From an optimization exercise on the open Yosys and OpenROAD flow, aimed at small area, a short achievable clock period and few clock cycles per item; shortcuts taken in it are not production practice.
RTL that was checked went through simulation tests only; none was proved equivalent to the original.

==> job 6359 <==
==> flow/design.v (excerpt) <==
module differential_temp_fan_stepper_core
(
    input  wire logic        clk,
    input  wire logic        rst_n,
    input  wire logic        sensor_valid,
    output logic             sensor_ready,
    input  wire logic [15:0] sensor_sample_a,
    input  wire logic [15:0] sensor_sample_b,
    output logic             status_valid,
    input  wire logic        status_ready,
    output logic [2:0]       status_fan_level,
    output logic             status_level_changed,
    output logic             status_compared,
    output logic [14:0]      status_average_difference,
    output logic             status_relay_low_cap,
    output logic             status_relay_high_cap,
    output logic             status_main_relay,
    input  wire logic        cfg_valid,
    output logic             cfg_ready,
    input  wire logic [3:0]  cfg_index,
    input  wire logic [15:0] cfg_data
);
    logic [THRESH_W-1:0] thr_reg [4];
    logic                in_fire;
    logic                adv;           
    logic                shift;         
    logic                take_q;        
    logic                save;          
    logic                nrdy_reg;      
    logic                sh_pend_reg;   
    logic                pend_reg;      
    logic                skid_v_reg;
    logic [DSUM_W+3:0]   skid_reg;      
    logic                sh_pend_next;
    logic                pend_next;
    logic                skid_v_next;
    logic                w_neg;
    logic [DSUM_W-2:0]   w_y;
    logic [3:0]          w_rb;
    logic [DSUM_W+3:0]   q_in;          
    logic                e_neg;
    logic [3:0]          e_rb;
  ...
==> flow/config.mk <==
export PLATFORM = sky130hd
export DESIGN_NAME = differential_temp_fan_stepper_core
export DESIGN_NICKNAME = differential_temp_fan_stepper_core
export VERILOG_FILES = /design/flow/design.v
export SDC_FILE = /design/flow/constraint.sdc
export NUM_CORES = 4
export LEC_CHECK = 0
export ABC_AREA = 1
export CAP_MARGIN = 20
export CORE_MARGIN = 2
export CORE_UTILIZATION = 40
export CTS_CLUSTER_DIAMETER = 120
export CTS_CLUSTER_SIZE = 22
export SETUP_SLACK_MARGIN = 5
export SLEW_MARGIN = 20
==> flow/constraint.sdc <==
create_clock -name core_clock -period 8.0 [get_ports {clk}]
set_input_delay 1.6000 -clock core_clock [delete_from_list [all_inputs] [get_ports {clk}]]
set_output_delay 1.6000 -clock core_clock [all_outputs]
set_load 0.01 [all_outputs]
run.sh (not shown) runs the stock make flow with config.mk's settings and CLKGATE_MAP_FILE= SYNTH_SCRIPT=/design/flow/synth_recipe.tcl, a recipe that flattens the netlist after the stock synthesis.
==> inputs of job 9259, as changes to job 6359 <==
--- a/flow/design.v
+++ b/flow/design.v
@@ -110,18 +110,18 @@
     input  wire logic                   shift,     
     input  wire logic [RAW_W-1:0]       sample_a,
     input  wire logic [RAW_W-1:0]       sample_b,
     output logic                        w_neg,
     output logic [DSUM_W-2:0]           w_y,
     output logic [3:0]                  w_rb
 );
     localparam int ENT_W = DIFF_W + 4;      
-    logic [ENT_W+2:0]         new_reg;       
-    logic [ENT_W+2:0]         in_ent;
+    logic [ENT_W-1:0]         new_reg;
+    logic [ENT_W-1:0]         in_ent;
     logic [WINDOW:1][ENT_W-1:0] ent_reg;
     logic [3:0]               fill_reg;
     logic                     full_reg;
     logic [DIFF_W-1:0]        new_nd;
     logic                     new_pb;
     logic [4:0]               new_mb;
     logic [ENT_W-1:0]         old_ent;
     logic [DIFF_W-1:0]        old_nd;
@@ -139,34 +139,34 @@
     always_ff @(posedge clk)
     begin
         if (wr_en)
             new_reg <= in_ent;
     end
     always_ff @(posedge clk)
     begin
         if (shift)
-            ent_reg <= {ent_reg[WINDOW-1:1], new_nd, new_pb, dtfs_pkg::oh_enc5(new_mb)};
+            ent_reg <= {ent_reg[WINDOW-1:1], new_reg};
     end
     always_ff @(posedge clk or negedge rst_n)
     begin
         if (!rst_n)
         begin
             fill_reg <= '0;
             full_reg <= 1'b0;
         end
         else if (shift && !full_reg)
         begin
             fill_reg <= fill_reg + 4'd1;
             full_reg <= (fill_reg == 4'(WINDOW - 1));
         end
     end
-    assign new_nd  = new_reg[ENT_W+2:7];
-    assign new_pb  = new_reg[6];
-    assign new_mb  = dtfs_pkg::oh_add5(dtfs_pkg::oh_dec5(new_reg[5:3]), dtfs_pkg::oh_dec5(new_reg[2:0]));
+    assign new_nd  = new_reg[ENT_W-1:4];
+    assign new_pb  = new_reg[3];
+    assign new_mb  = dtfs_pkg::oh_dec5(new_reg[2:0]);
     assign old_ent = full_reg ? ent_reg[WINDOW] : '0;
     assign old_nd  = old_ent[ENT_W-1:4];
     assign old_pb  = old_ent[3];
     assign old_mb  = dtfs_pkg::oh_dec5(old_ent[2:0]);
     dtfs_dsum_next u_dsum_next (
         .s  (dsum_reg),
         .n  (new_nd),
         .o  (old_nd),
@@ -192,25 +192,26 @@
     assign w_y   = dsum_reg[DSUM_W-2:0] ^ {(DSUM_W-1){w_neg}};
     assign w_rb  = dtfs_pkg::crt10(pb_reg, dtfs_pkg::oh_dec5(mb_reg));
 endmodule
 import dtfs_pkg::*;
 module dtfs_conv
 (
     input  wire logic [RAW_W-1:0]       sample_a,
     input  wire logic [RAW_W-1:0]       sample_b,
-    output logic [DIFF_W+6:0]           ent
+    output logic [DIFF_W+3:0]           ent
 );
     logic [SAMPLE_W-1:0] ca;
     logic [SAMPLE_W-1:0] cb;
+    logic [4:0]          mb;
     assign ca = sample_a[RAW_W-1] ? '0 : sample_a[SAMPLE_W-1:0];
     assign cb = sample_b[RAW_W-1] ? '0 : sample_b[SAMPLE_W-1:0];
-    assign ent = {DIFF_W'(cb) - DIFF_W'(ca), cb[0],
-                  dtfs_pkg::oh_enc5(dtfs_pkg::oh_add5(dtfs_pkg::oh_mod5({1'b0, cb[14:12]}), dtfs_pkg::oh_mod5(cb[11:8]))),
-                  dtfs_pkg::oh_enc5(dtfs_pkg::oh_add5(dtfs_pkg::oh_mod5(cb[7:4]), dtfs_pkg::oh_mod5(cb[3:0])))};
+    assign mb = dtfs_pkg::oh_add5(dtfs_pkg::oh_add5(dtfs_pkg::oh_mod5({1'b0, cb[14:12]}), dtfs_pkg::oh_mod5(cb[11:8])),
+                                  dtfs_pkg::oh_add5(dtfs_pkg::oh_mod5(cb[7:4]), dtfs_pkg::oh_mod5(cb[3:0])));
+    assign ent = {DIFF_W'(cb) - DIFF_W'(ca), cb[0], dtfs_pkg::oh_enc5(mb)};
 endmodule
 import dtfs_pkg::*;
 module dtfs_dsum_next
 (
     input  wire logic [DSUM_W-1:0]   s,
     input  wire logic [DIFF_W-1:0]   n,
     input  wire logic [DIFF_W-1:0]   o,
     output logic [DSUM_W-1:0]        r
@@ -249,30 +250,31 @@
     output logic             cfg_ready,
     input  wire logic [3:0]  cfg_index,
     input  wire logic [15:0] cfg_data
 );
     logic [THRESH_W-1:0] thr_reg [4];
     logic                in_fire;
     logic                adv;           
     logic                shift;         
-    logic                take_q;        
+    logic                take_e;        
     logic                save;          
-    logic                nrdy_reg;      
+    logic                rdy_reg;
     logic                sh_pend_reg;   
     logic                pend_reg;      
     logic                skid_v_reg;
     logic [DSUM_W+3:0]   skid_reg;      
     logic                sh_pend_next;
     logic                pend_next;
     logic                skid_v_next;
     logic                w_neg;
     logic [DSUM_W-2:0]   w_y;
     logic [3:0]          w_rb;
-    logic [DSUM_W+3:0]   q_in;          
+    logic                e_v_reg;
+    logic [DSUM_W+3:0]   e_reg;
     logic                e_neg;
     logic [3:0]          e_rb;
     logic [DSUM_W-2:0]   y;
     logic [SAMPLE_W-1:0] quot;
     logic                inc;
     logic                q_v_reg;
     logic [SAMPLE_W-1:0] q_reg;
     logic                q_inc_reg;
@@ -286,88 +288,92 @@
     logic [HOLD_W-1:0]   hold_reg;
     logic [LEVEL_W-1:0]  level_reg;
     logic [1:0]          cap_reg;
     logic                main_reg;
     logic                out_valid_reg;
     logic                out_chg_reg;
     logic                out_cmp_reg;
     logic [SAMPLE_W-1:0] out_diff_reg;
-    assign sensor_ready = !nrdy_reg;
-    assign in_fire      = sensor_valid && !nrdy_reg;
+    assign sensor_ready = rdy_reg;
+    assign in_fire      = sensor_valid && rdy_reg;
     assign adv          = !out_valid_reg || status_ready;
     assign cfg_ready = 1'b1;
     always_ff @(posedge clk or negedge rst_n)
     begin
         if (!rst_n)
         begin
             thr_reg[0] <= LEVEL1_RST;
             thr_reg[1] <= LEVEL2_RST;
             thr_reg[2] <= LEVEL3_RST;
             thr_reg[3] <= LEVEL4_RST;
         end
         else if (cfg_valid && (cfg_index[3:2] == 2'b00))
             thr_reg[cfg_index[1:0]] <= cfg_data[THRESH_W-1:0];
     end
-    assign take_q = adv && !skid_v_reg && pend_reg;
-    assign shift  = sh_pend_reg && (!pend_reg || !skid_v_reg);
-    assign save   = pend_reg && shift && !take_q;
+    assign take_e = adv && !skid_v_reg && pend_reg;
+    assign shift  = sh_pend_reg && (!pend_reg || adv || !skid_v_reg);
+    assign save   = pend_reg && shift && !take_e;
     assign sh_pend_next = in_fire || (sh_pend_reg && !shift);
-    assign pend_next    = shift || (pend_reg && !take_q);
+    assign pend_next    = shift || (pend_reg && !take_e);
     assign skid_v_next  = save || (skid_v_reg && !adv);
     dtfs_datapath u_datapath (
         .clk      (clk),
         .rst_n    (rst_n),
         .wr_en    (in_fire),
         .shift    (shift),
         .sample_a (sensor_sample_a),
         .sample_b (sensor_sample_b),
         .w_neg    (w_neg),
         .w_y      (w_y),
         .w_rb     (w_rb)
     );
     always_ff @(posedge clk or negedge rst_n)
     begin
         if (!rst_n)
         begin
-            nrdy_reg    <= 1'b0;
+            rdy_reg     <= 1'b1;
             sh_pend_reg <= 1'b0;
             pend_reg    <= 1'b0;
             skid_v_reg  <= 1'b0;
+            e_v_reg     <= 1'b0;
         end
         else
         begin
-            nrdy_reg    <= sh_pend_next && pend_next && skid_v_next;
+            rdy_reg     <= !sh_pend_next || !pend_next || !skid_v_next;
             sh_pend_reg <= sh_pend_next;
             pend_reg    <= pend_next;
             skid_v_reg  <= skid_v_next;
+            if (adv)
+                e_v_reg <= skid_v_reg || pend_reg;
         end
     end
     always_ff @(posedge clk)
     begin
         if (!skid_v_reg || adv)
             skid_reg <= {w_neg, w_y, w_rb};
+        if (adv)
+            e_reg <= skid_v_reg ? skid_reg : {w_neg, w_y, w_rb};
     end
-    assign q_in  = skid_v_reg ? skid_reg : {w_neg, w_y, w_rb};
-    assign e_neg = q_in[DSUM_W+3];
-    assign y     = q_in[DSUM_W+2:4];
-    assign e_rb  = q_in[3:0];
+    assign e_neg = e_reg[DSUM_W+3];
+    assign y     = e_reg[DSUM_W+2:4];
+    assign e_rb  = e_reg[3:0];
     dtfs_div10 u_div10 (
         .neg  (e_neg),
         .y    (y),
         .rb   (e_rb),
         .quot (quot),
         .inc  (inc)
     );
     always_ff @(posedge clk or negedge rst_n)
     begin
         if (!rst_n)
             q_v_reg <= 1'b0;
         else if (adv)
-            q_v_reg <= skid_v_reg || pend_reg;
+            q_v_reg <= e_v_reg;
     end
     always_ff @(posedge clk)
     begin
         if (adv)
         begin
             q_reg     <= quot;
             q_inc_reg <= inc;
         end
--- a/flow/config.mk
+++ b/flow/config.mk
@@ -6,10 +6,11 @@
 export NUM_CORES = 4
 export LEC_CHECK = 0
 export ABC_AREA = 1
 export CAP_MARGIN = 20
 export CORE_MARGIN = 2
 export CORE_UTILIZATION = 40
 export CTS_CLUSTER_DIAMETER = 120
 export CTS_CLUSTER_SIZE = 22
-export SETUP_SLACK_MARGIN = 5
+export SETUP_SLACK_MARGIN = 4
 export SLEW_MARGIN = 20
+export SYNTH_HIERARCHICAL = 1
==> summary of the runs <==
- Between job 9259 and job 6359, the lower sequential share of layout area is in job 6359 (gap 4.8 points).
- In job 6359 the via count is lower than in job 9259, by 2.2%.
- Between job 9259 and job 6359, the lower worst hold slack is in job 6359 (gap 0.016 ns).
- Between job 6359 and job 9259, the lower non-clock buffer count is in job 9259 (gap 147).
- Against job 9259, the register-to-register slack of job 6359 is worse by 0.10 ns.
- Of job 9259 and job 6359, job 6359 has the higher clock skew (gap 0.0057 ns).
==> figures <==
Status: job 6359 finished clean; job 9259 finished clean
Synthesized netlist cell count: job 6359 2254; job 9259 2590
Final critical-path setup slack: job 6359 4.73 ns; job 9259 4.33 ns
Pre-Repair DR Iteration Count: job 6359 6; job 9259 5
Worst clock skew on the final layout: job 6359 0.0299 ns; job 9259 0.0242 ns
Crit-path max FO: job 6359 3; job 9259 31
Pre-CTS worst setup slack: job 6359 2.98 ns; job 9259 3.56 ns
Number of warnings reported in the yosys synthesis log: job 6359 7; job 9259 13
Antenna violations before repair: job 6359 2; job 9259 0
Proportion of cell area occupied by multi-input gates: job 6359 0.397; job 9259 0.381
Sequential cell count: job 6359 373; job 9259 395
Register Area: job 6359 10800 um^2; job 9259 11400 um^2
Grt met3 use: job 6359 0.0276; job 9259 0.0154
Number of storage elements in the synthesis netlist: job 6359 373; job 9259 395
Post-synth top area share: job 6359 0.414; job 9259 0.405
Testbench counts of job 9259, summed over its fixed seeds: cycles 16,040, items 16,000.
The RTL of job 6359 was laid out without a check of its function.

==> re-timing with driven ports <==
In the flow no input, the clock included, has a driving cell. The finished layouts below were timed again as built, in two steps. Step 1: set_driving_cell puts a clkbuf_16 on clk and a buf_2 on each other input, an assumption about the parent block. Step 2 times the ports against the registers' clock, not the clock port: input delays grow and output delays shrink by t, the midpoint of the rising clock arrivals with the driver on. Slacks: no drivers / after step 1 / after step 2; pairs: no drivers / after step 1.
run | shift t [ns] | slack for setup (ns) | worst data-port slew with drivers (ns)
job 6359 | 0.603 | 4.728 / 4.730 / 4.127 | 0.08
job 9259 | 0.595 | 4.329 / 4.358 / 3.764 | 0.05
After both steps every run listed still meets setup and hold. For job 6359, which loses most, drivers alone change the setup slack by +0.002 ns; drivers and shift together by -0.601 ns.
